This design comes from an exercise in tuning for small area and a short achievable clock period on the open sky130 flow, not from production work.
Only simulation tests tie the RTL to the original design; equivalence was not proved.
No activity file was given, so power comes from the tool's default toggle rates.

--- flow/config.mk ---
export PLATFORM = sky130hd
export DESIGN_NAME = iob_plic2
export DESIGN_NICKNAME = iob_plic2
export VERILOG_FILES = /design/flow/design.v
export SDC_FILE = /design/flow/constraint.sdc
export NUM_CORES = 4
export LEC_CHECK = 0
export ABC_AREA = 1
export CAP_MARGIN = 20
export CORE_MARGIN = 2
export CORE_UTILIZATION = 40
export SLEW_MARGIN = 20
--- flow/constraint.sdc ---
create_clock -name core_clock -period 120.0 [get_ports {clk}]
set_input_delay 24.0000 -clock core_clock [delete_from_list [all_inputs] [get_ports {clk}]]
set_output_delay 24.0000 -clock core_clock [all_outputs]
set_load 0.01 [all_outputs]
--- flow/design.v ---
package iob_plic2_pkg;
  localparam logic [31:0] CONFIG_VAL = 32'h0704_0040;
endpackage
module iob_plic2_gateway (
  input  logic clk,
  input  logic rst,
  input  logic src,
  input  logic el,
  input  logic keep,       
  input  logic sw_set,
  input  logic claim,
  input  logic complete,
  output logic ip,
  output logic inservice
);
  logic       src_q;
  logic       is_q;
  logic [3:0] cnt;
  logic       e;
  logic       up;
  logic       dn;
  logic [3:0] tg;
  assign e  = (src & ~src_q) | sw_set;
  assign up = e & ~claim & ~cnt[3];
  assign dn = claim & ~e;
  assign tg[0] = up | dn;
  assign tg[1] = (up & cnt[0]) | (dn & ~cnt[0]);
  assign tg[2] = (up & cnt[0] & cnt[1]) | (dn & ~cnt[0] & ~cnt[1]);
  assign tg[3] = (up & cnt[0] & cnt[1] & cnt[2]) | (dn & ~cnt[0] & ~cnt[1] & ~cnt[2]);
  always_ff @(posedge clk) begin
    src_q <= src & ~rst;
    is_q  <= ~rst & (claim | (is_q & ~complete));
    cnt   <= {4{keep}} & (cnt ^ tg);
  end
  assign ip        = ~is_q & ((|cnt) | (~el & src_q));
  assign inservice = is_q;
endmodule
module iob_plic2
#(
  parameter int unsigned ADDR_W            = 16,
  parameter int unsigned DATA_W            = 32,
  parameter int unsigned SOURCES           = 64,
  parameter int unsigned TARGETS           = 4,
  parameter int unsigned PRIORITIES        = 8,
  parameter int unsigned MAX_PENDING_COUNT = 8
) (
  input  logic                clk,
  input  logic                rst,
  input  logic                valid,
  input  logic [ADDR_W-1:0]   address,
  input  logic [DATA_W-1:0]   wdata,
  input  logic [DATA_W/8-1:0] wstrb,
  output logic [DATA_W-1:0]   rdata,
  output logic                ready,
  input  logic [SOURCES-1:0]  src,
  output logic [TARGETS-1:0]  irq
);
  logic [64:1] el_r;
  logic [64:1] ie_r   [4];
  logic [2:0]  prio_r [1:64];
  logic [2:0]  thr_r  [4];
  logic [6:0]  id_q   [4];
  logic [31:0] rdata_q;
  logic        ready_q;
  logic [64:1] gw_ip;
  logic [64:1] gw_is;
  logic        is_wr;
  logic        wr;
  logic        rd;
  logic        a_ok;
  logic        sel_cfg, sel_el, sel_ip, sel_pr, sel_ie, sel_ctx, sel_thr, sel_clm;
  logic [2:0]  wsel;       
  logic [3:0]  tsel_ie;    
  logic [3:0]  tsel_ctx;   
  logic [64:1] psel;       
  logic [3:0]  bsel;
  logic [31:0] wd;
  assign is_wr = |wstrb;
  assign wr    = valid & is_wr;
  assign rd    = valid & ~is_wr;
  assign a_ok  = (address[1:0] == 2'b00);
  assign sel_cfg = (address == 16'h0000);
  assign sel_el  = a_ok & (address[15:8] == 8'h01) & (address[7:4] == 4'h0);
  assign sel_ip  = a_ok & (address[15:8] == 8'h02) & (address[7:4] == 4'h0);
  assign sel_pr  = a_ok & (address[15:10] == 6'b000001) & ~address[9];
  assign sel_ie  = a_ok & (address[15:11] == 5'b00010) & (address[10:9] == 2'b00) &
                   (address[6:4] == 3'b000);
  assign sel_ctx = a_ok & (address[15:8] == 8'h20) & (address[7:6] == 2'b00);
  assign sel_thr = sel_ctx & (address[3:2] == 2'b00);
  assign sel_clm = sel_ctx & (address[3:2] == 2'b01);
  always_comb begin
    for (int w = 0; w < 3; w++) wsel[w] = (address[3:2] == 2'(w));
    for (int t = 0; t < 4; t++) begin
      tsel_ie[t]  = (address[8:7] == 2'(t));
      tsel_ctx[t] = (address[5:4] == 2'(t));
    end
    for (int i = 1; i <= 64; i++) psel[i] = (address[8:2] == 7'(i));
  end
  assign wd   = wdata & {32{~rst}};
  assign bsel = wstrb;
  logic [6:0]  id_sel;
  logic [6:0]  dsel;
  logic [64:1] hit;
  logic        claim_g;
  logic        comp_g;
  logic [64:1] claim_v;
  logic [64:1] comp_v;
  logic        claim_ok;
  always_comb begin
    id_sel = '0;
    for (int t = 0; t < 4; t++) if (tsel_ctx[t]) id_sel = id_q[t];
  end
  assign dsel    = is_wr ? wdata[6:0] : id_sel;
  assign claim_g = rd & sel_clm;
  assign comp_g  = wr & sel_clm & ~wdata[7];
  always_comb begin
    for (int i = 1; i <= 64; i++) hit[i] = (dsel == 7'(i));
  end
  assign claim_v  = hit & gw_ip & {64{claim_g}};
  assign comp_v   = hit & {64{comp_g}};
  assign claim_ok = |claim_v;
  logic [64:1] el_we;
  logic [64:1] el_wd;
  logic [64:1] el_keep;
  logic [64:1] sw_set;
  always_comb begin
    for (int i = 1; i <= 64; i++) begin
      el_we[i]  = wr & sel_el & wsel[i / 32] & bsel[(i % 32) / 8];
      el_wd[i]  = wdata[i % 32];
      el_keep[i] = el_r[i] & ~rst & (~el_we[i] | el_wd[i]);
      sw_set[i] = wr & sel_ip & wsel[i / 32] & bsel[(i % 32) / 8] & wdata[i % 32];
    end
  end
  always_ff @(posedge clk) begin
    for (int i = 1; i <= 64; i++) begin
      if (el_we[i] || rst) el_r[i] <= wd[i % 32];
      if ((wr && sel_pr && psel[i] && wstrb[0]) || rst) prio_r[i] <= wd[2:0];
    end
    for (int t = 0; t < 4; t++) begin
      for (int i = 1; i <= 64; i++)
        if ((wr && sel_ie && tsel_ie[t] && wsel[i / 32] && bsel[(i % 32) / 8]) || rst)
          ie_r[t][i] <= wd[i % 32];
      if ((wr && sel_thr && tsel_ctx[t] && wstrb[0]) || rst) thr_r[t] <= wd[2:0];
    end
  end
  logic [64:1] p2, p1, p0;
  logic [6:0]  arb_id [4];
  always_comb begin
    for (int i = 1; i <= 64; i++) begin
      p2[i] = prio_r[i][2];
      p1[i] = prio_r[i][1];
      p0[i] = prio_r[i][0];
    end
  end
  function automatic logic [6:0] ffs64(input logic [63:0] v);
    logic [63:0] vl [7];
    logic [5:0]  ix [7][64];
    vl[0] = v;
    vl[0][0] = 1'b0;
    for (int j = 0; j < 64; j++) ix[0][j] = '0;
    for (int l = 1; l <= 6; l++) begin
      vl[l] = '0;
      for (int j = 0; j < 64; j++) ix[l][j] = '0;
      for (int j = 0; j < (64 >> l); j++) begin
        vl[l][j] = vl[l-1][2*j] | vl[l-1][2*j+1];
        ix[l][j] = vl[l-1][2*j] ? ix[l-1][2*j] : (ix[l-1][2*j+1] | 6'(1 << (l-1)));
      end
    end
    ffs64 = {vl[6][0], ix[6][0]};
  endfunction
  for (genvar t = 0; t < 4; t++) begin : g_arb
    logic [64:1] c, m2, m1, m0;
    logic        a2, a1, a0;
    logic        win;
    logic [6:0]  lo;
    assign c  = gw_ip & ie_r[t];
    assign a2 = |(c & p2);
    assign m2 = c & (p2 | {64{~a2}});
    assign a1 = |(m2 & p1);
    assign m1 = m2 & (p1 | {64{~a1}});
    assign a0 = |(m1 & p0);
    assign m0 = m1 & (p0 | {64{~a0}});
    assign win = ({a2, a1, a0} > thr_r[t]);
    assign lo  = ffs64({m0[63:1], 1'b0});
    assign arb_id[t] = ~win  ? 7'd0 :
                       lo[6] ? {1'b0, lo[5:0]} : 7'd64;
  end
  logic [31:0] rd_data;
  always_comb begin
    logic [31:0] ipw [3];
    logic [31:0] elw [3];
    logic [31:0] iew [4][3];
    ipw[0] = {gw_ip[31:1], 1'b0};
    ipw[1] = gw_ip[63:32];
    ipw[2] = {31'd0, gw_ip[64]};
    elw[0] = {el_r[31:1], 1'b0};
    elw[1] = el_r[63:32];
    elw[2] = {31'd0, el_r[64]};
    for (int t = 0; t < 4; t++) begin
      iew[t][0] = {ie_r[t][31:1], 1'b0};
      iew[t][1] = ie_r[t][63:32];
      iew[t][2] = {31'd0, ie_r[t][64]};
    end
    rd_data = {32{sel_cfg}} & iob_plic2_pkg::CONFIG_VAL;
    for (int w = 0; w < 3; w++) begin
      rd_data |= {32{sel_el & wsel[w]}} & elw[w];
      rd_data |= {32{sel_ip & wsel[w]}} & ipw[w];
      for (int t = 0; t < 4; t++)
        rd_data |= {32{sel_ie & tsel_ie[t] & wsel[w]}} & iew[t][w];
    end
    for (int i = 1; i <= 64; i++)
      rd_data[2:0] |= {3{sel_pr & psel[i]}} & prio_r[i];
    for (int t = 0; t < 4; t++)
      rd_data[2:0] |= {3{sel_thr & tsel_ctx[t]}} & thr_r[t];
    rd_data[6:0] |= {7{claim_ok}} & id_sel;
  end
  always_ff @(posedge clk) begin
    ready_q <= valid & ~rst;
    rdata_q <= rd_data;
    for (int t = 0; t < 4; t++) id_q[t] <= arb_id[t] & {7{~rst}};
  end
  assign rdata = rdata_q;
  assign ready = ready_q;
  for (genvar t = 0; t < 4; t++) begin : g_irq
    assign irq[t] = |id_q[t];
  end
  for (genvar g = 1; g <= 64; g++) begin : g_gw
    iob_plic2_gateway u_gw (
      .clk      (clk),
      .rst      (rst),
      .src      (src[g-1]),
      .el       (el_r[g]),
      .keep     (el_keep[g]),
      .sw_set   (sw_set[g]),
      .claim    (claim_v[g]),
      .complete (comp_v[g]),
      .ip       (gw_ip[g]),
      .inservice(gw_is[g])
    );
  end
endmodule
--- flow/run.sh ---
#!/bin/bash
# synth_recipe.tcl (not shown) runs the flow's synth.tcl, then flattens the netlist and writes it again
# the make line also repeats each setting of config.mk as NAME=value (left out here)
make -C /OpenROAD-flow-scripts/flow DESIGN_CONFIG=/design/flow/config.mk WORK_HOME=/design/flow/orfs CLKGATE_MAP_FILE= SYNTH_SCRIPT=/design/flow/synth_recipe.tcl finish
==> reports/results.ini, run 1 <==
[route]
wl_um=409000
wire_per_inst_um=33.9
drtPass1Iterations=9
drcViolationCount=0
via_per_inst=6.12
drtIter0Drc=12800
antenna_left=0
vias=73900

[sta]
worstMarginPinSlew_ps=1370
finalSetupTns_ps=0
finalSetupViolations=0
drv_slew=0
rsz0062_at_grt=no
fmax_ghz=0.0337
min_period_ps=29690
relSlewSlack_pct=7.98
fin_crit_sh_pct=24.7
hold_viol=0
fin_worst_skew_ps=41.7

[floorplanning]
num_rows=147
io_pins=156
core_um2=160000
start_util_pct=40.2
dieHeight_um=405
die_area_um2=164000
die_w_um=405

[setup_path]
worstSetupPathType=in2reg
cpPeakStageDelay_ps=900
crit_arrival_ps=30370
slowest_stage=nor3_1
cp-start-kind=primary input
critPathTopFamily=simple AND/OR/NAND/NOR gates
endpoint_kind=flip-flop
worst_ep_required_time_ps=120680
path_cells=clkdlybuf4s50_1, nor2_1, clkinv_1, nor2_1, inv_1, nor3_1, inv_1, nor3_1, nand2_1, o22ai_1, inv_1, nor3_1, inv_1, nor2_1, inv_1, nor2_1, inv_1, a21oi_1, xnor2_1, nor2_1
critical_path.most_common_cell=inv_1
cp.buffers_inverters=8
worstPathMaxFanout=9

[synthesis]
yosys_warnings=18
synthCells=9643
ys_seq_area_share_pct=38.3
syn_nets=9774
syn_avg_cell_area_um2=6.67
synth-async-reset-ratio_pct=0
syn_area_um2=64300
ys_ff_latch=969
synth-edff-count=524
synth_top_flop_cell=edfxtp_1
synth_cell_type_count=61

[final_layout]
regArea_um2=24600
fill_cells=16600
area_growth_syn_to_layout_pct=12.3
multiInputGateArea_um2=32400
fin_area_um2=72300
nNetsFinal=9930
drive_above_1_share_pct=5.36

[clock_tree]
clock-sinks=969
postCtsSetupRepairBufs=0
cts_hold_buf=0
htreeDepth=3
numCtsBuffers=115
root_buffer=clkbuf_16
cts_tree=done
path_clk_slew_ps=60
clk_latency_ps=820
clk_path_buf_depth=3
cts_resized=0

[placement]
numPortBuffers=155
gp_congestion=1.17
placed_area_um2=68400
dp_hpwl_um=331000

[pwr]
vdd_drop_max_v=0.0000116
powerDensity_nw_per_um2=14.6
leakagePower_nw=33.6

[global_route]
antenna_found_initial=14
grt_overflow_total=0
grt_pass1_wl_um=541000
grt_pass1_vias=65800
grt_use_total_pct=48.4
grt_max_degree=124

[run_status]
outcome=finished clean

[min_path]
hold_class=reg2reg

[run]
maxCapViolCount=0

-- routing by layer --
layer	track usage (%)	share of wire [%]	wire, µm	vias up
met1	60.8	37	152000	34700
met4	39.4	9.9	40500	12
met2	64.9	38	156000	5906
li1	-	-	-	32100
met3	18.9	15	60800	1165
met5	0	0.020	80	-
-- worst min-delay path, stage by stage (launching register included) --
cell     delay [ps]
dfxtp_1         300
o21ai_0          60
a21oi_1          60
-- cells in the final DEF, fill, tap and decap left out, drive strengths merged, types with 6 or more instances in the layout --
cell type,count
o21ai,763
ha,12
nor4,34
edfxtp,524
xnor2,15
o21bai,95
diode,11
a22oi,17
a31oi,18
inv,1653
o211ai,34
a21boi,8
clkinvlp,6
o22ai,214
nand3,680
xor2,73
o31ai,16
clkbuf,152
o21a,32
nand4,265
nor3,337
nand3b,49
nor2,1515
clkinv,59
clkdlybuf4s50,154
nand2,2165
dfxtp,445
o221ai,10
a221oi,92
buf,125
a211oi,11
a21oi,288
-- power by group --
part	switching (mW)	internal [mW]	total [mW]
logic	0.232	0.0589	0.291
clock network	0.164	0.200	0.364
registers	0.0285	0.373	0.401
total	0.424	0.631	1.06
-- area by class of cell --
| class | count | share of cell area (%) |
|---|---|---|
| multi-input combinational | 6778 | 44.8 |
| sequential | 969 | 34.1 |
| inverter | 1655 | 8.60 |
| clock buffer | 151 | 4.44 |
| tap | 2160 | 3.74 |
| timing repair buffer | 280 | 3.48 |
| clock inverter | 68 | 0.814 |
| antenna | 11 | 0.0381 |
-- kinds of logic after synthesis --
kind of cell | Yosys count | share of synthesized area, %
mux | 5 | 0.0856
flops | 969 | 38.3
compound gates | 1615 | 14.6
buf+inv | 1896 | 11.7
simple gates | 5058 | 33.9
xor+xnor | 88 | 1.20
fa+ha+maj | 12 | 0.233
-- synth_stat cells, types with 132 or more instances --
cell / n / share of area [%]
nor3_1: 336 / 2.6
inv_1: 1625 / 9.5
nand2_1: 2125 / 12
nand3_1: 664 / 5.2
o21ai_0: 594 / 4.6
o22ai_1: 214 / 2.1
a21oi_1: 288 / 2.2
dfxtp_1: 445 / 14
o21ai_1: 168 / 1.3
edfxtp_1: 524 / 24
clkbuf_1: 132 / 0.77
nor2_1: 1436 / 8.4
nand4_1: 258 / 2.5
-- final timing paths --
check                           slack [ps]  cells after the start                    to          startpoint
worst max-delay path                 90310                     20  g_gw[12].u_gw.cnt[3]          address[4]
worst max register to register      109810                     39            id_q[1][1]            el_r[32]
worst min register to register         480                      2    g_gw[30].u_gw.is_q  g_gw[30].u_gw.is_q
worst min-delay path                   480                      2    g_gw[30].u_gw.is_q  g_gw[30].u_gw.is_q
-- through the flow --
stage	worst slack [ps]	util, %	total power, mW	std cells	hold WS (ps)
floorplan	92850	-	0.544	9643	431
global placement	89770	42.7	0.676	11800	458
detailed placement	90050	42.7	0.677	11800	466
CTS	90860	45.1	1.03	12100	474
global route	90380	45.1	1.07	12100	501
finish	90310	45.1	1.06	12100	477
-- flip-flops by register name, summed over array words and instances, names as in the netlist --
register / count
g_gw.u_gw.is_q: 64
thr_r: 12
prio_r: 192
ready_q: 1
g_gw.u_gw.cnt: 256
el_r: 64
id_q: 28
ie_r: 256
rdata_q: 32
g_gw.u_gw.src_q: 64
==> run 2: changes to the inputs <==
--- a/flow/design.v
+++ b/flow/design.v
@@ -28,7 +28,7 @@
   assign tg[2] = (up & cnt[0] & cnt[1]) | (dn & ~cnt[0] & ~cnt[1]);
   assign tg[3] = (up & cnt[0] & cnt[1] & cnt[2]) | (dn & ~cnt[0] & ~cnt[1] & ~cnt[2]);
   always_ff @(posedge clk) begin
-    src_q <= src & ~rst;
+    src_q <= src;
     is_q  <= ~rst & (claim | (is_q & ~complete));
     cnt   <= {4{keep}} & (cnt ^ tg);
   end
@@ -62,6 +62,8 @@
   logic [6:0]  id_q   [4];
   logic [31:0] rdata_q;
   logic        ready_q;
+  logic        rst_q;      
+  logic [3:0]  irq_q;
   logic [64:1] gw_ip;
   logic [64:1] gw_is;
   logic        is_wr;
@@ -98,26 +100,42 @@
   end
   assign wd   = wdata & {32{~rst}};
   assign bsel = wstrb;
+  logic [8:0]  pd_hi_t [4];
+  logic [7:0]  pd_lo_t [4];
+  logic [8:0]  pd_hi;
+  logic [7:0]  pd_lo;
+  logic [8:0]  wd_hi;
+  logic [7:0]  wd_lo;
   logic [6:0]  id_sel;
-  logic [6:0]  dsel;
-  logic [64:1] hit;
   logic        claim_g;
   logic        comp_g;
   logic [64:1] claim_v;
   logic [64:1] comp_v;
   logic        claim_ok;
   always_comb begin
+    for (int t = 0; t < 4; t++) begin
+      for (int h = 0; h < 9; h++) pd_hi_t[t][h] = (id_q[t][6:3] == 4'(h));
+      for (int l = 0; l < 8; l++) pd_lo_t[t][l] = (id_q[t][2:0] == 3'(l));
+    end
+    pd_hi  = '0;
+    pd_lo  = '0;
     id_sel = '0;
-    for (int t = 0; t < 4; t++) if (tsel_ctx[t]) id_sel = id_q[t];
-  end
-  assign dsel    = is_wr ? wdata[6:0] : id_sel;
-  assign claim_g = rd & sel_clm;
+    for (int t = 0; t < 4; t++) begin
+      pd_hi  |= {9{tsel_ctx[t]}} & pd_hi_t[t];
+      pd_lo  |= {8{tsel_ctx[t]}} & pd_lo_t[t];
+      id_sel |= {7{tsel_ctx[t]}} & id_q[t];
+    end
+    for (int h = 0; h < 9; h++) wd_hi[h] = (wdata[6:3] == 4'(h));
+    for (int l = 0; l < 8; l++) wd_lo[l] = (wdata[2:0] == 3'(l));
+  end
+  assign claim_g = rd & sel_clm & ~rst_q;
   assign comp_g  = wr & sel_clm & ~wdata[7];
   always_comb begin
-    for (int i = 1; i <= 64; i++) hit[i] = (dsel == 7'(i));
-  end
-  assign claim_v  = hit & gw_ip & {64{claim_g}};
-  assign comp_v   = hit & {64{comp_g}};
+    for (int i = 1; i <= 64; i++) begin
+      claim_v[i] = claim_g & gw_ip[i] & pd_hi[i / 8] & pd_lo[i % 8];
+      comp_v[i]  = comp_g & wd_hi[i / 8] & wd_lo[i % 8];
+    end
+  end
   assign claim_ok = |claim_v;
   logic [64:1] el_we;
   logic [64:1] el_wd;
@@ -127,7 +145,7 @@
     for (int i = 1; i <= 64; i++) begin
       el_we[i]  = wr & sel_el & wsel[i / 32] & bsel[(i % 32) / 8];
       el_wd[i]  = wdata[i % 32];
-      el_keep[i] = el_r[i] & ~rst & (~el_we[i] | el_wd[i]);
+      el_keep[i] = el_r[i] & ~((rst | el_we[i]) & (rst | ~el_wd[i]));
       sw_set[i] = wr & sel_ip & wsel[i / 32] & bsel[(i % 32) / 8] & wdata[i % 32];
     end
   end
@@ -145,6 +163,7 @@
   end
   logic [64:1] p2, p1, p0;
   logic [6:0]  arb_id [4];
+  logic [3:0]  arb_win;
   always_comb begin
     for (int i = 1; i <= 64; i++) begin
       p2[i] = prio_r[i][2];
@@ -181,6 +200,7 @@
     assign a0 = |(m1 & p0);
     assign m0 = m1 & (p0 | {64{~a0}});
     assign win = ({a2, a1, a0} > thr_r[t]);
+    assign arb_win[t] = win;
     assign lo  = ffs64({m0[63:1], 1'b0});
     assign arb_id[t] = ~win  ? 7'd0 :
                        lo[6] ? {1'b0, lo[5:0]} : 7'd64;
@@ -204,7 +224,7 @@
     rd_data = {32{sel_cfg}} & iob_plic2_pkg::CONFIG_VAL;
     for (int w = 0; w < 3; w++) begin
       rd_data |= {32{sel_el & wsel[w]}} & elw[w];
-      rd_data |= {32{sel_ip & wsel[w]}} & ipw[w];
+      rd_data |= {32{sel_ip & ~rst_q & wsel[w]}} & ipw[w];
       for (int t = 0; t < 4; t++)
         rd_data |= {32{sel_ie & tsel_ie[t] & wsel[w]}} & iew[t][w];
     end
@@ -216,14 +236,16 @@
   end
   always_ff @(posedge clk) begin
     ready_q <= valid & ~rst;
+    rst_q   <= rst;
     rdata_q <= rd_data;
-    for (int t = 0; t < 4; t++) id_q[t] <= arb_id[t] & {7{~rst}};
+    for (int t = 0; t < 4; t++) begin
+      id_q[t]  <= arb_id[t];
+      irq_q[t] <= arb_win[t] & ~rst;
+    end
   end
   assign rdata = rdata_q;
   assign ready = ready_q;
-  for (genvar t = 0; t < 4; t++) begin : g_irq
-    assign irq[t] = |id_q[t];
-  end
+  assign irq = irq_q;
   for (genvar g = 1; g <= 64; g++) begin : g_gw
     iob_plic2_gateway u_gw (
       .clk      (clk),
==> flow/flow/run.sh (new file) <==
#!/bin/bash
# Own layout flow: the standard flow (standard.sh) with
#  - synthesis mapped by ABC with an area-oriented script (flow/synth.tcl),
#  - small port buffers instead of delay cells,
#  - CTS without dummy loads, with clkbuf_8 buffers,
#  - timing repair aimed at the input/output paths (setup margin), which
#    otherwise have ~90 ns of slack and get no sizing at all.
# Each tool's output goes to the ORFS logs; make's output goes to flow_make.log here.
set -euo pipefail
W=$PWD
export OWN_ABC_SCRIPT=$W/flow/abc.script
bash standard.sh \
  SYNTH_SCRIPT=$W/flow/synth.tcl \
  ABC_AREA=1 \
  "BUFFER_PORTS_ARGS=-buffer_cell sky130_fd_sc_hd__buf_2" \
  "CTS_ARGS=-sink_clustering_enable -repair_clock_nets -dont_use_dummy_load -buf_list sky130_fd_sc_hd__clkbuf_8" \
  finish > $W/flow_make.log 2>&1
==> flow/flow/abc.script (new file) <==
strash
&get -n
&st
&dch -f
&nf -R 1000
&put
topo
stime -c
==> flow/flow/synth.tcl (new file) <==
# synth_recipe.tcl with one change: the final technology mapping runs ABC with
# flow/abc.script (area-oriented &nf mapping) instead of ORFS's script. The
# flip-flops are mapped before ABC runs, so they are the standard synthesis's.
proc synth {args} { yosys synth -nofsm -noshare {*}$args }
proc abc {args} {
  set i [lsearch -exact $args -script]
  if { $i >= 0 } {
    set args [lreplace $args [expr { $i + 1 }] [expr { $i + 1 }] $::env(OWN_ABC_SCRIPT)]
  }
  yosys abc {*}$args
}
source $::env(SCRIPTS_DIR)/synth.tcl
# left out here: clear keep_hierarchy, flatten, clean up, hide names made inside functions, write 1_2_yosys.v
==> flow/standard.sh (new file) <==
#!/bin/bash
# synth_recipe.tcl (not shown) runs the flow's synth.tcl, then flattens the netlist and writes it again
# the make line also repeats each setting of config.mk as NAME=value (left out here)
make -C /OpenROAD-flow-scripts/flow DESIGN_CONFIG=/design/flow/config.mk WORK_HOME=/design/flow/orfs CLKGATE_MAP_FILE= SYNTH_SCRIPT=/design/flow/synth_recipe.tcl "${@:-finish}"
--- a/flow/config.mk
+++ b/flow/config.mk
@@ -5,7 +5,6 @@
 export SDC_FILE = /design/flow/constraint.sdc
 export NUM_CORES = 4
 export LEC_CHECK = 0
-export ABC_AREA = 1
 export CAP_MARGIN = 20
 export CORE_MARGIN = 2
 export CORE_UTILIZATION = 40
removed: flow/run.sh
==> reports/results.ini, run 2 <==
[floorplanning]
core_um2=133000  ; was 160000 µm²
io_pins=156  ; unchanged
die_area_um2=137000  ; was 164000 µm²
start_util_pct=40.2  ; about the same
num_rows=134  ; was 147
die_w_um=370  ; was 405 µm
dieHeight_um=370  ; was 405 µm

[sta]
fin_worst_skew_ps=117  ; was 41.7 ps
rsz0062_at_grt=no  ; unchanged
worstMarginPinSlew_ps=1290  ; was 1370 ps
hold_viol=0  ; unchanged
hold-worst-slack_ps=475  ; was 477 ps
fmax_ghz=0.0352  ; was 0.0337 GHz
fin_crit_sh_pct=23.7  ; was 24.7%
min_period_ps=28410  ; was 29690 ps
drv_slew=0  ; unchanged
finalSetupTns_ps=0  ; unchanged
finalSetupViolations=0  ; unchanged
relSlewSlack_pct=13.6  ; was 7.98%

[setup_path]
cp.buffers_inverters=3  ; was 8
endpoint_kind=flip-flop  ; unchanged
path_cells=buf_2, nor4_2, nand3b_1, or3_1, nor2_1, buf_4, and3_1, clkinv_1, nand4_1, nor4_1, nand4_1, nor3_2, a41oi_1, or4_1  ; was clkdlybuf4s50_1, nor2_1, clkinv_1, nor2_1, inv_1, nor3_1, inv_1, nor3_1, nand2_1, o22ai_1, inv_1, nor3_1, inv_1, nor2_1, inv_1, nor2_1, inv_1, a21oi_1, xnor2_1, nor2_1
cpPeakStageDelay_ps=1120  ; was 900 ps
crit_arrival_ps=29230  ; was 30370 ps
slowest_stage=nor4_2  ; was nor3_1
critical_path.most_common_cell=nand4_1  ; was inv_1
worst_ep_required_time_ps=120820  ; was 120680 ps
cp-start-kind=primary input  ; unchanged
worstSetupPathType=in2reg  ; unchanged
critPathTopFamily=simple AND/OR/NAND/NOR gates  ; unchanged
worstPathMaxFanout=10  ; was 9

[pwr]
switching_power_uw=325  ; was 424 µW
power_frac_comb_pct=22.5  ; was 27.5%
power_frac_clock_pct=29.4  ; was 34.5%
intPower_uw=549  ; was 631 µW
leakagePower_nw=22.4  ; was 33.6 nW
p_total_uw=874  ; was 1.06 mW
vdd_drop_max_v=0.0000106  ; was 0.0000116 V
switching_share_pct=37.2  ; was 40.2%
power_frac_seq_pct=48.1  ; was 38.0%
powerDensity_nw_per_um2=14.4  ; was 14.6 nW/µm²

[clock_tree]
clk_path_buf_depth=3  ; unchanged
clk_latency_ps=960  ; was 820 ps
path_clk_slew_ps=60  ; about the same
postCtsSetupRepairBufs=0  ; unchanged
htreeDepth=4  ; was 3
cts_hold_buf=0  ; unchanged
root_buffer=clkbuf_8  ; was clkbuf_16
cts_tree=done  ; unchanged
cts_resized=0  ; unchanged
numCtsBuffers=172  ; was 115
clock-sinks=974  ; was 969

[synthesis]
ys_ff_latch=974  ; was 969
synth-async-reset-ratio_pct=0  ; unchanged
synthCells=6069  ; was 9643
synth_cell_type_count=64  ; was 61
synth-edff-count=524  ; unchanged
synth_most_common_cell=nand2_1  ; unchanged
synth_top_area_share_pct=29.4  ; was 24.5%
syn_nets=6200  ; was 9774
synthTopCellsByCount=nand2_1, nand3_1, nor2_1  ; was nand2_1, inv_1, nor2_1
synth.area.top_cells=edfxtp_1, dfxtp_1, nand2_1  ; unchanged
ys_seq_area_share_pct=46.2  ; was 38.3%
syn_area_um2=53600  ; was 64300 µm²
syn_avg_cell_area_um2=8.83  ; was 6.67 µm²
synth_top_flop_cell=edfxtp_1  ; unchanged
synth_top_area_cell=edfxtp_1  ; unchanged
yosys_warnings=20  ; was 18

[min_path]
hold_class=reg2reg  ; unchanged

[route]
dr_wl_met3_um=45200  ; was 60800 µm
drcViolationCount=0  ; unchanged
top_layer=met5  ; unchanged
drtIter0Drc=9961  ; was 12800
dr_wl_met2_um=129000  ; was 156000 µm
wire_per_inst_um=38.6  ; was 33.9 µm
wl_um=324000  ; was 409000 µm
vias=58700  ; was 73900
drt-met1-wl_um=122000  ; was 152000 µm
antenna_left=0  ; unchanged
via_per_inst=7.00  ; was 6.12
drtPass1Iterations=8  ; was 9

[global_route]
grt_overflow_total=0  ; unchanged
grt_use_total_pct=45.8  ; was 48.4%
antenna_found_initial=45  ; was 14
grt_pass1_wl_um=432000  ; was 541000 µm
grt_pass1_vias=52700  ; was 65800
grt_max_degree=65  ; was 124

[final_layout]
area_growth_syn_to_layout_pct=13.2  ; was 12.3%
final_common_cell=nand2_1  ; unchanged
mostFrequentLayoutCells=nand2_1, nand3_1, nor2_1  ; was nand2_1, inv_1, nor2_1
drive_above_1_share_pct=8.48  ; was 5.36%
nNetsFinal=6704  ; was 9930
top_regs=g_gw.u_gw.cnt x256, ie_r x256, prio_r x192  ; unchanged

[placement]
gp_congestion=1.16  ; was 1.17
numPortBuffers=155  ; unchanged
dp_hpwl_um=251000  ; was 331000 µm

[run_status]
outcome=finished clean  ; unchanged

[run]
maxCapViolCount=0  ; unchanged

-- run 2: cell count changes after synthesis, sizes merged, moves of 132 or more --
cell and change:
nor2 -943, o2111ai +153, clkbuf -132, nand2b +151, o22ai -208, xnor2 +136, nor3 -166, nand2 -1226
inv -1643, o21ai -379
-- run 2: logic make-up (layout without fill, tap and decap cells) --
family	count (synthesis)	in the layout	synth area share, %
and+or+nand+nor	3043	3043	26.9
AOI/OAI and AO/OA	1649	1649	21.1
DFF	974	974	46.2
xor gates and xnor gates	254	254	4.15
buffers and inverters	108	610	0.757
muxes	29	29	0.546
adders and majority gates	12	12	0.280
other	0	45	0
-- run 2: final timing paths --
path              slack [ps]            endpoint                 start  cells after the start
hold / removal           480  g_gw[40].u_gw.is_q    g_gw[40].u_gw.is_q                      2
setup reg to reg      107580          id_q[1][2]  g_gw[18].u_gw.cnt[0]                     33
hold reg to reg          480  g_gw[40].u_gw.is_q    g_gw[40].u_gw.is_q                      2
setup / recovery       91590          rdata_q[2]              wstrb[0]                     14
-- run 2: stage by stage --
| step | util (%) | setup slack, ps | cell area, µm² | cells |
|---|---|---|---|---|
| CTS | 45.5 | 91830 | 60500 | 8338 |
| detailed placement | 43.7 | 90930 | 58100 | 8166 |
| global placement | 43.7 | 90340 | 58100 | 8165 |
| floorplan | - | 92780 | 53600 | 6069 |
| global route | 45.5 | 91690 | 60600 | 8348 |
| finish | 45.6 | 91590 | 60600 | 8384 |
-- run 2: metal layers --
layer  GRT usage, %  up-vias
met2           63.7     4763
met5           2.06        -
met3           17.4     1124
met1           58.1    28500
met4           32.0       28
li1               -    24300
-- run 2: worst reg2reg max path, delay by kind of cell (launching register included) --
family	cells	cell delay, ps
AND/OR/NAND/NOR	22	7400
flip-flops	1	370
AO/OA/AOI/OAI	6	2410
buffers and inverters	5	2000
-- run 2: final cells by class --
| type | instances | area [µm²] |
|---|---|---|
| inverter | 108 | 407 |
| clock buffer | 172 | 2370 |
| multi-input combinational | 4987 | 28700 |
| timing repair buffer | 330 | 2090 |
| antenna | 45 | 113 |
| sequential | 974 | 24700 |
| tap | 1768 | 2210 |
| fill | 13300 | 72500 |
-- run 2: power groups by stage --
| stage | sequential (mW) | clock (mW) | combinational, mW |
|---|---|---|---|
| 2_1_floorplan | 0.401 | 0 | 0.0897 |
| 3_3_place_gp | 0.423 | 0 | 0.185 |
| 3_5_place_dp | 0.423 | 0 | 0.184 |
| 4_1_cts | 0.416 | 0.259 | 0.184 |
| 5_1_grt | 0.420 | 0.272 | 0.198 |
| 6_report | 0.420 | 0.257 | 0.197 |
==> run 3: changes to the inputs <==
--- a/flow/design.v
+++ b/flow/design.v
@@ -143,22 +143,22 @@
   logic [64:1] sw_set;
   always_comb begin
     for (int i = 1; i <= 64; i++) begin
-      el_we[i]  = wr & sel_el & wsel[i / 32] & bsel[(i % 32) / 8];
+      el_we[i]  = valid & sel_el & wsel[i / 32] & bsel[(i % 32) / 8];
       el_wd[i]  = wdata[i % 32];
       el_keep[i] = el_r[i] & ~((rst | el_we[i]) & (rst | ~el_wd[i]));
-      sw_set[i] = wr & sel_ip & wsel[i / 32] & bsel[(i % 32) / 8] & wdata[i % 32];
+      sw_set[i] = valid & sel_ip & wsel[i / 32] & bsel[(i % 32) / 8] & wdata[i % 32];
     end
   end
   always_ff @(posedge clk) begin
     for (int i = 1; i <= 64; i++) begin
       if (el_we[i] || rst) el_r[i] <= wd[i % 32];
-      if ((wr && sel_pr && psel[i] && wstrb[0]) || rst) prio_r[i] <= wd[2:0];
+      if ((valid && sel_pr && psel[i] && wstrb[0]) || rst) prio_r[i] <= wd[2:0];
     end
     for (int t = 0; t < 4; t++) begin
       for (int i = 1; i <= 64; i++)
-        if ((wr && sel_ie && tsel_ie[t] && wsel[i / 32] && bsel[(i % 32) / 8]) || rst)
+        if ((valid && sel_ie && tsel_ie[t] && wsel[i / 32] && bsel[(i % 32) / 8]) || rst)
           ie_r[t][i] <= wd[i % 32];
-      if ((wr && sel_thr && tsel_ctx[t] && wstrb[0]) || rst) thr_r[t] <= wd[2:0];
+      if ((valid && sel_thr && tsel_ctx[t] && wstrb[0]) || rst) thr_r[t] <= wd[2:0];
     end
   end
   logic [64:1] p2, p1, p0;
==> flow/flow/run.sh (replaced) <==
#!/bin/bash
# Own layout flow: the standard flow (standard.sh) with
#  - synthesis mapped by ABC with an area-oriented script (flow/synth.tcl),
#  - small port buffers (buf_2) instead of delay cells,
#  - CTS without dummy loads, clkbuf_8 buffers and larger sink clusters,
#  - timing repair run with a setup margin, so that the slowest gates on
#    the paths from the inputs get sized up (the 120 ns clock leaves them
#    ~90 ns of slack, so the standard repair never touches them).
# Each tool's output goes to the ORFS logs under orfs/logs; make's own
# output goes to flow_make.log here.
set -euo pipefail
W=$PWD
export OWN_ABC_SCRIPT=$W/flow/abc.script
bash standard.sh \
  SYNTH_SCRIPT=$W/flow/synth.tcl \
  ABC_AREA=1 \
  "BUFFER_PORTS_ARGS=-buffer_cell sky130_fd_sc_hd__buf_2" \
  "CTS_ARGS=-sink_clustering_enable -repair_clock_nets -dont_use_dummy_load -buf_list sky130_fd_sc_hd__clkbuf_8 -sink_clustering_size 12 -sink_clustering_max_diameter 60" \
  SETUP_SLACK_MARGIN=93.1 SLEW_MARGIN=10 CAP_MARGIN=10 \
  finish > $W/flow_make.log 2>&1
==> reports/results.ini, run 3 <==
[clock_tree]
root_buffer=clkbuf_8  ; unchanged
cts_tree=done  ; unchanged
htreeDepth=3  ; was 4
clk_latency_ps=880  ; was 960 ps
clk_path_buf_depth=3  ; unchanged
cts_hold_buf=0  ; unchanged
clock-sinks=974  ; unchanged
numCtsBuffers=106  ; was 172
path_clk_slew_ps=80  ; was 60 ps

[setup_path]
worstReg2RegStart=el_r[48]  ; was g_gw[18].u_gw.cnt[0]
crit_arrival_ps=27720  ; was 29230 ps
reg2reg_depth=32  ; was 33
rrSetupSlack_ps=107830  ; was 107580 ps
cp-startpoint=address[4]  ; was wstrb[0]
worstPathMaxFanout=17  ; was 10
worst_ep_required_time_ps=120740  ; was 120820 ps
cp-start-kind=primary input  ; unchanged
worstSetupPathType=in2reg  ; unchanged
endpoint_kind=flip-flop  ; unchanged
r2r_end=id_q[1][0]  ; was id_q[1][2]

[run]
maxCapViolCount=0  ; unchanged

[route]
wl_um=293000  ; was 324000 µm
drcViolationCount=0  ; unchanged
wire_per_inst_um=35.2  ; was 38.6 µm
antenna_left=0  ; unchanged
vias=58200  ; was 58700
drtPass1Iterations=10  ; was 8
via_per_inst=7.00  ; about the same
drtIter0Drc=10700  ; was 9961

[sta]
min_period_ps=26980  ; was 28410 ps
fin_crit_sh_pct=22.5  ; was 23.7%
relSlewSlack_pct=3.88  ; was 13.6%
fin_worst_skew_ps=65.4  ; was 117 ps
finalSetupTns_ps=0  ; unchanged
drv_slew=0  ; unchanged
hold_viol=0  ; unchanged
worstMarginPinSlew_ps=1430  ; was 1290 ps
fmax_ghz=0.0371  ; was 0.0352 GHz
rsz0062_at_grt=yes  ; was no
finalSetupViolations=0  ; unchanged
hold-worst-slack_ps=478  ; was 475 ps

[synthesis]
synth_most_common_cell=nand2_1  ; unchanged
yosys_warnings=20  ; unchanged
syn_avg_cell_area_um2=8.78  ; was 8.83 µm²
synthTopCellsByCount=nand2_1, nand3_1, nor2_1  ; unchanged
synth_top_area_cell=edfxtp_1  ; unchanged
synth-async-reset-ratio_pct=0  ; unchanged
synth-edff-count=524  ; unchanged
synthCells=6116  ; was 6069
ys_seq_area_share_pct=46.1  ; was 46.2%
syn_nets=6247  ; was 6200
syn_area_um2=53700  ; was 53600 µm²
synth_top_area_share_pct=29.3  ; was 29.4%
synth_cell_type_count=64  ; unchanged
synth.area.top_cells=edfxtp_1, dfxtp_1, nand2_1  ; unchanged
ys_ff_latch=974  ; unchanged
synth_top_flop_cell=edfxtp_1  ; unchanged

[floorplanning]
die_w_um=370  ; about the same
io_pins=156  ; unchanged
dieHeight_um=370  ; about the same
start_util_pct=40.3  ; was 40.2%
core_um2=133000  ; about the same
num_rows=134  ; unchanged
die_area_um2=137000  ; about the same

[pwr]
vdd_drop_max_v=0.00000917  ; was 0.0000106 V
leakagePower_nw=21.9  ; was 22.4 nW
powerDensity_nw_per_um2=13.6  ; was 14.4 nW/µm²

[run_status]
outcome=finished clean  ; unchanged

[global_route]
grt_pass1_vias=52200  ; was 52700
grt_max_degree=70  ; was 65
antenna_found_initial=31  ; was 45
grt_use_total_pct=41.3  ; was 45.8%
grt_pass1_wl_um=400000  ; was 432000 µm
grt_overflow_total=0  ; unchanged

[final_layout]
fill_cells=13200  ; was 13300
nNetsFinal=6657  ; was 6704
final_common_cell=nand2_1  ; unchanged
fin_area_um2=59600  ; was 60600 µm²
final-instance-count-excl-fill=8306  ; was 8384
drive_above_1_share_pct=7.27  ; was 8.48%
top_regs=g_gw.u_gw.cnt x256, ie_r x256, prio_r x192  ; unchanged
mostFrequentLayoutCells=nand2_1, nand3_1, nor2_1  ; unchanged
area_growth_syn_to_layout_pct=11.0  ; was 13.2%

[placement]
gp_congestion=1.21  ; was 1.16
dp_hpwl_um=224000  ; was 251000 µm
numPortBuffers=155  ; unchanged
placed_area_um2=57900  ; was 58100 µm²
dp_cells=8178  ; was 8166

[min_path]
holdPathStages=2  ; unchanged
hold_class=reg2reg  ; unchanged
min-delay-start=g_gw[38].u_gw.is_q  ; was g_gw[40].u_gw.is_q
min_to=g_gw[38].u_gw.is_q  ; was g_gw[40].u_gw.is_q

[run 3: area by class of cell]
type	count	area, µm²	share of cell area (%)
well taps	1768	2210	3.71
flip-flops and latches	974	24700	41.5
clock buffers	106	1460	2.45
diodes	14	35.0	0.0588
multi-input cells	5025	28800	48.4
inverters	117	444	0.745
repair buffers	302	1880	3.15
[run 3: timing repair]
action	CTS	global route
endpoints found under the setup margin	100	200
pin swaps	2	3
buffers inserted	4	3
cloned	0	0
gates resized for setup	14	24
[run 3: how the worst max path moves through the flow]
stage                             end  slack [ps]  cells after the start
after global placement     rdata_q[2]       91420                     10
after detailed placement   rdata_q[2]       91320                     10
after global routing       rdata_q[2]       93080                     14
after CTS                  rdata_q[2]       93100                     16
after floorplan           ie_r[0][32]       93020                      6
final                      rdata_q[2]       93020                     10
[run 3: metrics by stage]
step	worst slack (ps)	utilization, %	power (mW)
after floorplan	93020	-	0.492
after global placement	91420	43.5	0.596
after detailed placement	91320	43.5	0.596
after CTS	93100	44.6	0.788
after global routing	93080	44.7	0.823
final	93020	44.7	0.811
[run 3: kinds of logic (layout without fill, tap and decap cells)]
logic type / count (synthesis) / after routing / synth area share [%]
buf+inv: 117 / 525 / 0.818
xor+xnor: 254 / 254 / 4.14
fa+ha+maj: 12 / 12 / 0.280
mux: 36 / 36 / 0.683
flops: 974 / 974 / 46.1
other cells: 0 / 14 / 0
simple gates: 3084 / 3084 / 27.2
compound gates: 1639 / 1639 / 20.8
[run 3: metal layers]
metal  up-vias  share of wire, %  track usage (%)
met4        20               8.8             29.5
met1     27900                37             52.4
li1      24300                 -                -
met3      1176                16             17.4
met5         -              0.15             1.26
met2      4774                39             55.8
[run 3: critical path, stage by stage]
cell and delay, ps:
buf_2 160, and2_0 160, buf_4 200, nand3_1 360
nor2_1 340, a22o_1 270, a221oi_1 570, nand4_1 400
or4_1 700, or4_1 530
[run 3: power breakdown]
group | leakage, nW | total [mW] | internal, mW | switching, mW
Combinational | 12.4 | 0.188 | 0.0470 | 0.141
Sequential | 8.72 | 0.425 | 0.375 | 0.0495
Clock | 0.762 | 0.198 | 0.0776 | 0.120
==> run 4: changes to the inputs <==
--- a/flow/design.v
+++ b/flow/design.v
@@ -60,7 +60,9 @@
   logic [2:0]  prio_r [1:64];
   logic [2:0]  thr_r  [4];
   logic [6:0]  id_q   [4];
-  logic [31:0] rdata_q;
+  logic [31:0] rdata_q;    
+  logic [2:0]  rdp_q;      
+  logic        cok_q;      
   logic        ready_q;
   logic        rst_q;      
   logic [3:0]  irq_q;
@@ -117,14 +119,12 @@
       for (int h = 0; h < 9; h++) pd_hi_t[t][h] = (id_q[t][6:3] == 4'(h));
       for (int l = 0; l < 8; l++) pd_lo_t[t][l] = (id_q[t][2:0] == 3'(l));
     end
-    pd_hi  = '0;
-    pd_lo  = '0;
-    id_sel = '0;
-    for (int t = 0; t < 4; t++) begin
-      pd_hi  |= {9{tsel_ctx[t]}} & pd_hi_t[t];
-      pd_lo  |= {8{tsel_ctx[t]}} & pd_lo_t[t];
-      id_sel |= {7{tsel_ctx[t]}} & id_q[t];
-    end
+    pd_hi  = (({9{tsel_ctx[0]}} & pd_hi_t[0]) | ({9{tsel_ctx[1]}} & pd_hi_t[1])) |
+             (({9{tsel_ctx[2]}} & pd_hi_t[2]) | ({9{tsel_ctx[3]}} & pd_hi_t[3]));
+    pd_lo  = (({8{tsel_ctx[0]}} & pd_lo_t[0]) | ({8{tsel_ctx[1]}} & pd_lo_t[1])) |
+             (({8{tsel_ctx[2]}} & pd_lo_t[2]) | ({8{tsel_ctx[3]}} & pd_lo_t[3]));
+    id_sel = (({7{tsel_ctx[0]}} & id_q[0]) | ({7{tsel_ctx[1]}} & id_q[1])) |
+             (({7{tsel_ctx[2]}} & id_q[2]) | ({7{tsel_ctx[3]}} & id_q[3]));
     for (int h = 0; h < 9; h++) wd_hi[h] = (wdata[6:3] == 4'(h));
     for (int l = 0; l < 8; l++) wd_lo[l] = (wdata[2:0] == 3'(l));
   end
@@ -206,6 +206,9 @@
                        lo[6] ? {1'b0, lo[5:0]} : 7'd64;
   end
   logic [31:0] rd_data;
+  logic [2:0]  rd_prio;
+  logic [20:0] rd_terms [32];
+  logic [63:0] pr_terms [3];
   always_comb begin
     logic [31:0] ipw [3];
     logic [31:0] elw [3];
@@ -221,29 +224,39 @@
       iew[t][1] = ie_r[t][63:32];
       iew[t][2] = {31'd0, ie_r[t][64]};
     end
-    rd_data = {32{sel_cfg}} & iob_plic2_pkg::CONFIG_VAL;
-    for (int w = 0; w < 3; w++) begin
-      rd_data |= {32{sel_el & wsel[w]}} & elw[w];
-      rd_data |= {32{sel_ip & ~rst_q & wsel[w]}} & ipw[w];
-      for (int t = 0; t < 4; t++)
-        rd_data |= {32{sel_ie & tsel_ie[t] & wsel[w]}} & iew[t][w];
-    end
-    for (int i = 1; i <= 64; i++)
-      rd_data[2:0] |= {3{sel_pr & psel[i]}} & prio_r[i];
-    for (int t = 0; t < 4; t++)
-      rd_data[2:0] |= {3{sel_thr & tsel_ctx[t]}} & thr_r[t];
-    rd_data[6:0] |= {7{claim_ok}} & id_sel;
+    for (int b = 0; b < 32; b++) begin
+      rd_terms[b] = '0;
+      rd_terms[b][0] = sel_cfg & iob_plic2_pkg::CONFIG_VAL[b];
+      for (int w = 0; w < 3; w++) begin
+        rd_terms[b][1 + w] = sel_el & wsel[w] & elw[w][b];
+        rd_terms[b][4 + w] = sel_ip & ~rst_q & wsel[w] & ipw[w][b];
+        for (int t = 0; t < 4; t++)
+          rd_terms[b][7 + 3*t + w] = sel_ie & tsel_ie[t] & wsel[w] & iew[t][w][b];
+      end
+      if (b < 3)
+        for (int t = 0; t < 4; t++)
+          rd_terms[b][19] |= sel_thr & tsel_ctx[t] & thr_r[t][b];
+      if (b < 7)
+        rd_terms[b][20] = claim_g & id_sel[b];
+      rd_data[b] = |rd_terms[b];
+    end
+    for (int k = 0; k < 3; k++) begin
+      for (int i = 1; i <= 64; i++) pr_terms[k][i-1] = sel_pr & psel[i] & prio_r[i][k];
+      rd_prio[k] = |pr_terms[k];
+    end
   end
   always_ff @(posedge clk) begin
     ready_q <= valid & ~rst;
     rst_q   <= rst;
     rdata_q <= rd_data;
+    rdp_q   <= rd_prio;
+    cok_q   <= ~claim_g | claim_ok;
     for (int t = 0; t < 4; t++) begin
       id_q[t]  <= arb_id[t];
       irq_q[t] <= arb_win[t] & ~rst;
     end
   end
-  assign rdata = rdata_q;
+  assign rdata = {rdata_q[31:7], rdata_q[6:0] & {7{cok_q}}} | {29'd0, rdp_q};
   assign ready = ready_q;
   assign irq = irq_q;
   for (genvar g = 1; g <= 64; g++) begin : g_gw
--- a/flow/flow/run.sh
+++ b/flow/flow/run.sh
@@ -16,5 +16,5 @@
   ABC_AREA=1 \
   "BUFFER_PORTS_ARGS=-buffer_cell sky130_fd_sc_hd__buf_2" \
   "CTS_ARGS=-sink_clustering_enable -repair_clock_nets -dont_use_dummy_load -buf_list sky130_fd_sc_hd__clkbuf_8 -sink_clustering_size 12 -sink_clustering_max_diameter 60" \
-  SETUP_SLACK_MARGIN=93.1 SLEW_MARGIN=10 CAP_MARGIN=10 \
+  SETUP_SLACK_MARGIN=93.3 SLEW_MARGIN=10 CAP_MARGIN=10 \
   finish > $W/flow_make.log 2>&1
==> reports/results.ini, run 4 <==
[placement]
dp_hpwl_um=240000  ; was 224000 µm
dp_slack_ps=91510  ; was 91320 ps
gp_congestion=1.09  ; was 1.21
numPortBuffers=155  ; unchanged

[route]
drt-met1-wl_um=121000  ; was 107000 µm
drcViolationCount=0  ; unchanged
drtIter0Drc=9032  ; was 10700
drtPass1Iterations=11  ; was 10
via_per_inst=6.91  ; was 7.00
antenna_left=0  ; unchanged
wire_per_inst_um=37.5  ; was 35.2 µm
vias=56900  ; was 58200
wl_um=309000  ; was 293000 µm
dr_wl_met3_um=36900  ; was 46200 µm
dr_wl_met2_um=128000  ; was 113000 µm
top_layer=met5  ; unchanged

[sta]
setup_ws_ps=93120  ; was 93020 ps
fmax_ghz=0.0372  ; was 0.0371 GHz
fin_worst_skew_ps=84.7  ; was 65.4 ps
drv_slew=0  ; unchanged
fin_crit_sh_pct=22.4  ; was 22.5%
rsz0062_at_grt=no  ; was yes
finalSetupTns_ps=0  ; unchanged
relSlewSlack_pct=13.3  ; was 3.88%
hold_viol=0  ; unchanged
worstMarginPinSlew_ps=1300  ; was 1430 ps
min_period_ps=26880  ; was 26980 ps
finalSetupViolations=0  ; unchanged

[setup_path]
worst_ep_required_time_ps=120690  ; was 120740 ps
path_cells=buf_2, nor4_1, nand4_1, nor2_1, nand3_1, nor3_2, nand2_1, o21ai_0, a21oi_1  ; was buf_2, and2_0, buf_4, nand3_1, nor2_1, a22o_1, a221oi_1, nand4_1, or4_1, or4_1
cp.buffers_inverters=1  ; was 2
worstSetupPathType=in2reg  ; unchanged
endpoint_kind=flip-flop  ; unchanged
slowest_stage=nor3_2  ; was or4_1
worstPathMaxFanout=9  ; was 17
worstReg2RegStart=el_r[30]  ; was el_r[48]
critPathTopFamily=simple AND/OR/NAND/NOR gates  ; unchanged
cpPeakStageDelay_ps=1020  ; was 700 ps
rrSetupSlack_ps=107360  ; was 107830 ps
cp-start-kind=primary input  ; unchanged
crit_arrival_ps=27570  ; was 27720 ps
reg2reg_depth=33  ; was 32
r2r_end=id_q[0][2]  ; was id_q[1][0]

[global_route]
grt_max_degree=61  ; was 70
grt_use_total_pct=43.5  ; was 41.3%
grt_pass1_wl_um=416000  ; was 400000 µm
grt_overflow_total=0  ; unchanged
antenna_found_initial=34  ; was 31
grt_pass1_vias=51400  ; was 52200

[pwr]
p_total_uw=826  ; was 811 µW
vdd_drop_max_v=0.00000912  ; was 0.00000917 V
leakagePower_nw=22.3  ; was 21.9 nW
powerDensity_nw_per_um2=13.7  ; was 13.6 nW/µm²

[min_path]
holdPathStages=2  ; unchanged
min_to=g_gw[14].u_gw.is_q  ; was g_gw[38].u_gw.is_q
min-delay-start=g_gw[14].u_gw.is_q  ; was g_gw[38].u_gw.is_q
hold_class=reg2reg  ; unchanged

[synthesis]
synth_top_area_share_pct=29.2  ; was 29.3%
syn_area_um2=54000  ; was 53700 µm²
synth-async-reset-ratio_pct=0  ; unchanged
synth-edff-count=524  ; unchanged
yosys_warnings=22  ; was 20
syn_nets=6155  ; was 6247
synth_top_area_cell=edfxtp_1  ; unchanged
synth.area.top_cells=edfxtp_1, dfxtp_1, nand2_1  ; unchanged
syn_avg_cell_area_um2=8.96  ; was 8.78 µm²
ys_seq_area_share_pct=46.0  ; was 46.1%
synth_top_flop_cell=edfxtp_1  ; unchanged
synth_cell_type_count=61  ; was 64
synthTopCellsByCount=nand2_1, nor2_1, nand3_1  ; was nand2_1, nand3_1, nor2_1
synth_most_common_cell=nand2_1  ; unchanged
ys_ff_latch=978  ; was 974
synthCells=6024  ; was 6116

[clock_tree]
path_clk_slew_ps=80  ; about the same
clock-sinks=978  ; was 974
htreeDepth=3  ; unchanged
numCtsBuffers=109  ; was 106
cts_hold_buf=0  ; unchanged
clk_latency_ps=900  ; was 880 ps
cts_tree=done  ; unchanged
clk_path_buf_depth=3  ; unchanged
root_buffer=clkbuf_8  ; unchanged

[floorplanning]
num_rows=134  ; unchanged
dieHeight_um=371  ; was 370 µm
io_pins=156  ; unchanged
start_util_pct=40.4  ; was 40.3%
core_um2=134000  ; was 133000 µm²
die_area_um2=138000  ; was 137000 µm²
die_w_um=371  ; was 370 µm

[final_layout]
area_growth_syn_to_layout_pct=11.6  ; was 11.0%
final_common_cell=nand2_1  ; unchanged
nNetsFinal=6574  ; was 6657
final_core_util_pct=45.1  ; was 44.7%
drive_above_1_share_pct=8.35  ; was 7.27%
mostFrequentLayoutCells=nand2_1, nand3_1, nor2_1  ; unchanged
top_regs=g_gw.u_gw.cnt x256, ie_r x256, prio_r x192  ; unchanged

[run]
maxCapViolCount=0  ; unchanged

[run_status]
outcome=finished clean  ; unchanged

[run 4: cell types whose count changed in the layout (fill, tap and decap cells not counted), moves of 39 or more]
cell / change
o2111ai_1: +59
a21o_1: +73
nand2_1: -124
clkinv_1: -39
o21a_1: -43
nand3_1: -44
[run 4: what timing repair did]
item	CTS	global route
gates resized for setup	46	26
setup buffers	5	7
setup endpoints to repair	254	141
pin swaps	6	5
[run 4: layer usage]
| layer | vias up | global-route usage [%] |
|---|---|---|
| met4 | 26 | 26.5 |
| li1 | 24300 | - |
| met3 | 819 | 13.1 |
| met5 | - | 0 |
| met1 | 27700 | 56.5 |
| met2 | 4146 | 63.3 |
[run 4: metrics by stage]
stage,cells,hold slack (ps),instance area (µm²)
2_1_floorplan,6024,442,54000
5_1_grt,8220,500,60200
4_1_cts,8202,478,60000
3_3_place_gp,8087,459,58300
3_5_place_dp,8088,467,58300
6_report,8240,476,60200
[run 4: tightest hold or removal path, stage by stage, from the launching register on]
cell     delay (ps)
dfxtp_1         310
o21ai_0          60
a21oi_1          60
[run 4: area by class of cell]
cell class / count / area [µm²]
Antenna cell: 31 / 77.6
Tap cell: 1768 / 2210
Timing Repair Buffer: 333 / 2220
Fill cell: 13100 / 73400
Inverter: 77 / 289
Clock buffer: 109 / 1500
Multi-Input combinational cell: 4944 / 29100
Sequential cell: 978 / 24800
[run 4: report_power, final]
group / switching (mW) / internal, mW / leakage, nW / total (mW)
Sequential: 0.0436 / 0.377 / 8.75 / 0.420
Combinational: 0.156 / 0.0488 / 12.8 / 0.204
Clock: 0.121 / 0.0797 / 0.784 / 0.201
[run 4: logic make-up (layout without fill, tap and decap cells)]
group / count (synthesis) / count (layout) / synth area share [%]
and+or+nand+nor: 2916 / 2916 / 25.8
AOI/OAI and AO/OA: 1717 / 1717 / 22.0
DFF: 978 / 978 / 46.0
xor gates and xnor gates: 255 / 255 / 4.14
buffers and inverters: 102 / 519 / 0.883
muxes: 44 / 44 / 0.828
adders and majority gates: 12 / 12 / 0.278
other: 0 / 31 / 0
[run 4: worst max-delay path by stage]
stage	startpoint	to	slack (ps)	cells after the start
finish	address[8]	g_gw[18].u_gw.is_q	93120	9
global route	address[5]	g_gw[61].u_gw.cnt[3]	93290	14
CTS	address[12]	g_gw[35].u_gw.cnt[3]	93300	12
detailed placement	address[13]	g_gw[61].u_gw.cnt[3]	91510	13
global placement	address[5]	cok_q	89970	11
floorplan	address[9]	g_gw[51].u_gw.cnt[3]	93100	13
==> run 5: changes to the inputs <==
--- a/flow/flow/run.sh
+++ b/flow/flow/run.sh
@@ -16,5 +16,5 @@
   ABC_AREA=1 \
   "BUFFER_PORTS_ARGS=-buffer_cell sky130_fd_sc_hd__buf_2" \
   "CTS_ARGS=-sink_clustering_enable -repair_clock_nets -dont_use_dummy_load -buf_list sky130_fd_sc_hd__clkbuf_8 -sink_clustering_size 12 -sink_clustering_max_diameter 60" \
-  SETUP_SLACK_MARGIN=93.3 SLEW_MARGIN=10 CAP_MARGIN=10 \
+  SETUP_SLACK_MARGIN=93.6 SLEW_MARGIN=10 CAP_MARGIN=10 \
   finish > $W/flow_make.log 2>&1
==> reports/results.ini, run 5 <==
[global_route]
grt_max_degree=70  ; was 61
antenna_found_initial=28  ; was 34
grt_use_total_pct=42.8  ; was 43.5%
grt_pass1_wl_um=410000  ; was 416000 µm
grt_overflow_total=0  ; unchanged
grt_pass1_vias=50200  ; was 51400

[pwr]
vdd_drop_max_v=0.0000101  ; was 0.00000912 V
power_frac_clock_pct=24.1  ; was 24.3%
power_frac_seq_pct=51.4  ; was 50.9%
switching_power_uw=313  ; was 320 µW
power_frac_comb_pct=24.5  ; was 24.8%
leakagePower_nw=22.4  ; was 22.3 nW
powerDensity_nw_per_um2=13.5  ; was 13.7 nW/µm²
switching_share_pct=38.3  ; was 38.8%
intPower_uw=504  ; was 505 µW

[synthesis]
syn_nets=6155  ; unchanged
synthCells=6024  ; unchanged
synth-edff-count=524  ; unchanged
synth_top_flop_cell=edfxtp_1  ; unchanged
synth_top_area_share_pct=29.2  ; unchanged
synth_top_family_by_area=simple AND/OR/NAND/NOR gates  ; unchanged
synth-async-reset-ratio_pct=0  ; unchanged
synthSimpleGateAreaFrac_pct=25.8  ; unchanged
ys_seq_area_share_pct=46.0  ; unchanged
syn_avg_cell_area_um2=8.96  ; unchanged
synth_fa_ha_area_share_pct=0.278  ; unchanged
synth_most_common_cell=nand2_1  ; unchanged
synth.area.top_cells=edfxtp_1, dfxtp_1, nand2_1  ; unchanged
synth_cell_type_count=61  ; unchanged
synth-xor-area-share_pct=4.14  ; unchanged
yosys_warnings=22  ; unchanged
synth_top_area_cell=edfxtp_1  ; unchanged
synthTopCellsByCount=nand2_1, nor2_1, nand3_1  ; unchanged
synth_mux_area_share_pct=0.828  ; unchanged
ys_ff_latch=978  ; unchanged
syn_area_um2=54000  ; unchanged
synth-compound-area-share_pct=22.0  ; unchanged

[final_layout]
drive_above_1_share_pct=9.08  ; was 8.35%
nNetsFinal=6585  ; was 6574
top_regs=g_gw.u_gw.cnt x256, ie_r x256, prio_r x192  ; unchanged
final_common_cell=nand2_1  ; unchanged
area_growth_syn_to_layout_pct=12.1  ; was 11.6%
fin_area_um2=60500  ; was 60200 µm²
fill_cells=13000  ; was 13100
mostFrequentLayoutCells=nand2_1, nand3_1, nor2_1  ; unchanged
final-instance-count-excl-fill=8238  ; was 8240

[sta]
fin_crit_sh_pct=22.2  ; was 22.4%
min_period_ps=26610  ; was 26880 ps
fin_worst_skew_ps=92.1  ; was 84.7 ps
relSlewSlack_pct=5.78  ; was 13.3%
fmax_ghz=0.0376  ; was 0.0372 GHz
drv_slew=0  ; unchanged
rsz0062_at_grt=yes  ; was no
hold_viol=0  ; unchanged
finalSetupViolations=0  ; unchanged
finalSetupTns_ps=0  ; unchanged
worstMarginPinSlew_ps=1410  ; was 1300 ps

[setup_path]
worstPathMaxFanout=14  ; was 9
crit_arrival_ps=27360  ; was 27570 ps
worst_ep_required_time_ps=120750  ; was 120690 ps
worstReg2RegStart=g_gw[40].u_gw.cnt[1]  ; was el_r[30]
slowest_stage=nand4_1  ; was nor3_2
cp-start-kind=primary input  ; unchanged
critical_path.most_common_cell=nand4_1
endpoint_kind=flip-flop  ; unchanged
cpPeakStageDelay_ps=590  ; was 1020 ps
path_cells=clkbuf_4, nor2_2, nand4_1, nor2_1, nand4b_1, buf_12, nor2_4, buf_12, buf_4, and3_1, nor4_4, nand4_1, nor4_2, buf_4, nand4_1  ; was buf_2, nor4_1, nand4_1, nor2_1, nand3_1, nor3_2, nand2_1, o21ai_0, a21oi_1
worstSetupPathType=in2reg  ; unchanged
cp-startpoint=address[7]  ; was address[8]

[clock_tree]
path_clk_slew_ps=80  ; about the same
clock-sinks=978  ; unchanged
cts_tree=done  ; unchanged
root_buffer=clkbuf_8  ; unchanged
clk_path_buf_depth=3  ; unchanged
htreeDepth=3  ; unchanged
numCtsBuffers=107  ; was 109
cts_hold_buf=0  ; unchanged
clk_latency_ps=880  ; was 900 ps

[run]
maxCapViolCount=0  ; unchanged

[floorplanning]
io_pins=156  ; unchanged
die_w_um=371  ; unchanged
num_rows=134  ; unchanged
dieHeight_um=371  ; unchanged
die_area_um2=138000  ; unchanged
core_um2=134000  ; unchanged
start_util_pct=40.4  ; unchanged

[placement]
dp_cells=8093  ; was 8088
numPortBuffers=155  ; unchanged
placed_area_um2=58400  ; was 58300 µm²
gp_congestion=1.09  ; about the same
dp_hpwl_um=236000  ; was 240000 µm

[route]
wire_per_inst_um=36.9  ; was 37.5 µm
drcViolationCount=0  ; unchanged
vias=56800  ; was 56900
drtIter0Drc=8972  ; was 9032
wl_um=304000  ; was 309000 µm
via_per_inst=6.89  ; was 6.91
drtPass1Iterations=7  ; was 11
antenna_left=0  ; unchanged

[min_path]
min-delay-start=g_gw[30].u_gw.cnt[3]  ; was g_gw[14].u_gw.is_q
hold_class=reg2reg  ; unchanged

[run_status]
outcome=finished clean  ; unchanged

## run 5: cell types whose count changed in the layout (fill, tap and decap cells not counted), sizes merged
cell | previous run | this run
buf | 331 | 342
diode | 31 | 18
## run 5: through the flow
stage               total power, mW  util, %  worst slack (ps)  hold slack, ps
floorplan                     0.493        -             93140             442
global placement              0.613     43.7             90810             462
detailed placement            0.611     43.7             91870             468
CTS                           0.805     45.0             93370             480
global route                  0.834     45.3             93490             499
finish                        0.817     45.3             93390             479
## run 5: cell families (layout without fill, tap and decap cells)
kind of cell	Yosys count	in the layout
fa+ha+maj	12	12
mux	44	44
compound gates	1717	1717
simple gates	2916	2916
other cells	0	18
flops	978	978
xor+xnor	255	255
buf+inv	102	530
## run 5: worst max-delay path: cells and delay by family
kind          cells  cell delay [ps]
simple gates     10             2280
buf+inv           5             1020
## run 5: layer usage
layer | vias up | routed length, µm | global-route usage [%]
met3 | 797 | 35900 | 11.6
met4 | 24 | 21900 | 24.8
met1 | 27800 | 120000 | 56.7
li1 | 24300 | - | -
met2 | 3857 | 126000 | 62.5
met5 | - | 268 | 0
## run 5: worst paths after layout
check | slack [ps] | cells past startpoint | to
setup / recovery | 93390 | 15 | cok_q
setup reg to reg | 106510 | 35 | id_q[2][0]
hold reg to reg | 480 | 1 | g_gw[30].u_gw.cnt[3]
hold / removal | 480 | 1 | g_gw[30].u_gw.cnt[3]
## run 5: repair_timing
| item | in CTS | in global routing |
|---|---|---|
| endpoints found under the setup margin | 421 | 333 |
| gates resized for setup | 58 | 71 |
| gates cloned | 0 | 0 |
| pin swaps | 9 | 8 |
| buffers inserted | 11 | 8 |
## run 5: cell type report
class	instances	area (µm²)	area share, %
repair buffers	346	2350	3.89
inverters	77	289	0.478
diodes	18	45.0	0.0744
multi-input cells	4944	29300	48.4
well taps	1768	2210	3.66
flip-flops and latches	978	24800	41.0
clock buffers	107	1470	2.43
## run 5: power groups by stage
| stage | combinational (mW) | clock (mW) | sequential (mW) |
|---|---|---|---|
| 6_report | 0.200 | 0.197 | 0.420 |
| 5_1_grt | 0.203 | 0.211 | 0.420 |
| 4_1_cts | 0.188 | 0.200 | 0.417 |
| 3_5_place_dp | 0.187 | 0 | 0.424 |
| 3_3_place_gp | 0.188 | 0 | 0.425 |
| 2_1_floorplan | 0.0904 | 0 | 0.403 |

-- static timing again, ports no longer ideal --
In the flow no input, the clock included, has a driving cell. The finished layouts below were timed again as built, in two steps.
Step 1 sets driving cells, clkbuf_16 on the clock port and buf_2 on the other inputs (assumed; they add their load-dependent delay and slew).
Step 2 times the ports against the registers' clock, not the clock port: input delays grow and output delays shrink by t, the midpoint of the rising clock arrivals with the driver on.
Slacks: no drivers / after step 1 / after step 2; pairs: no drivers / after step 1.
run	t, ns	setup slack, ns	worst setup path at the end	slew at the worst register clock pin (ns)	cell pins on the clock port's net
run 1	0.885	90.308 / 90.375 / 89.490	input to register	0.08 / 0.08	1
run 2	0.974	91.592 / 91.614 / 90.640	input to register	0.07 / 0.07	1
run 3	0.920	93.022 / 92.949 / 92.029	input to register	0.09 / 0.09	1
run 4	0.952	93.123 / 93.167 / 92.216	input to register	0.09 / 0.09	1
run 5	0.931	93.393 / 93.456 / 92.524	input to register	0.09 / 0.09	1
After both steps setup and hold are still met in every run listed. The setup slack of run 3, which loses most, moves by -0.073 ns with the drivers and by -0.993 ns with both steps.
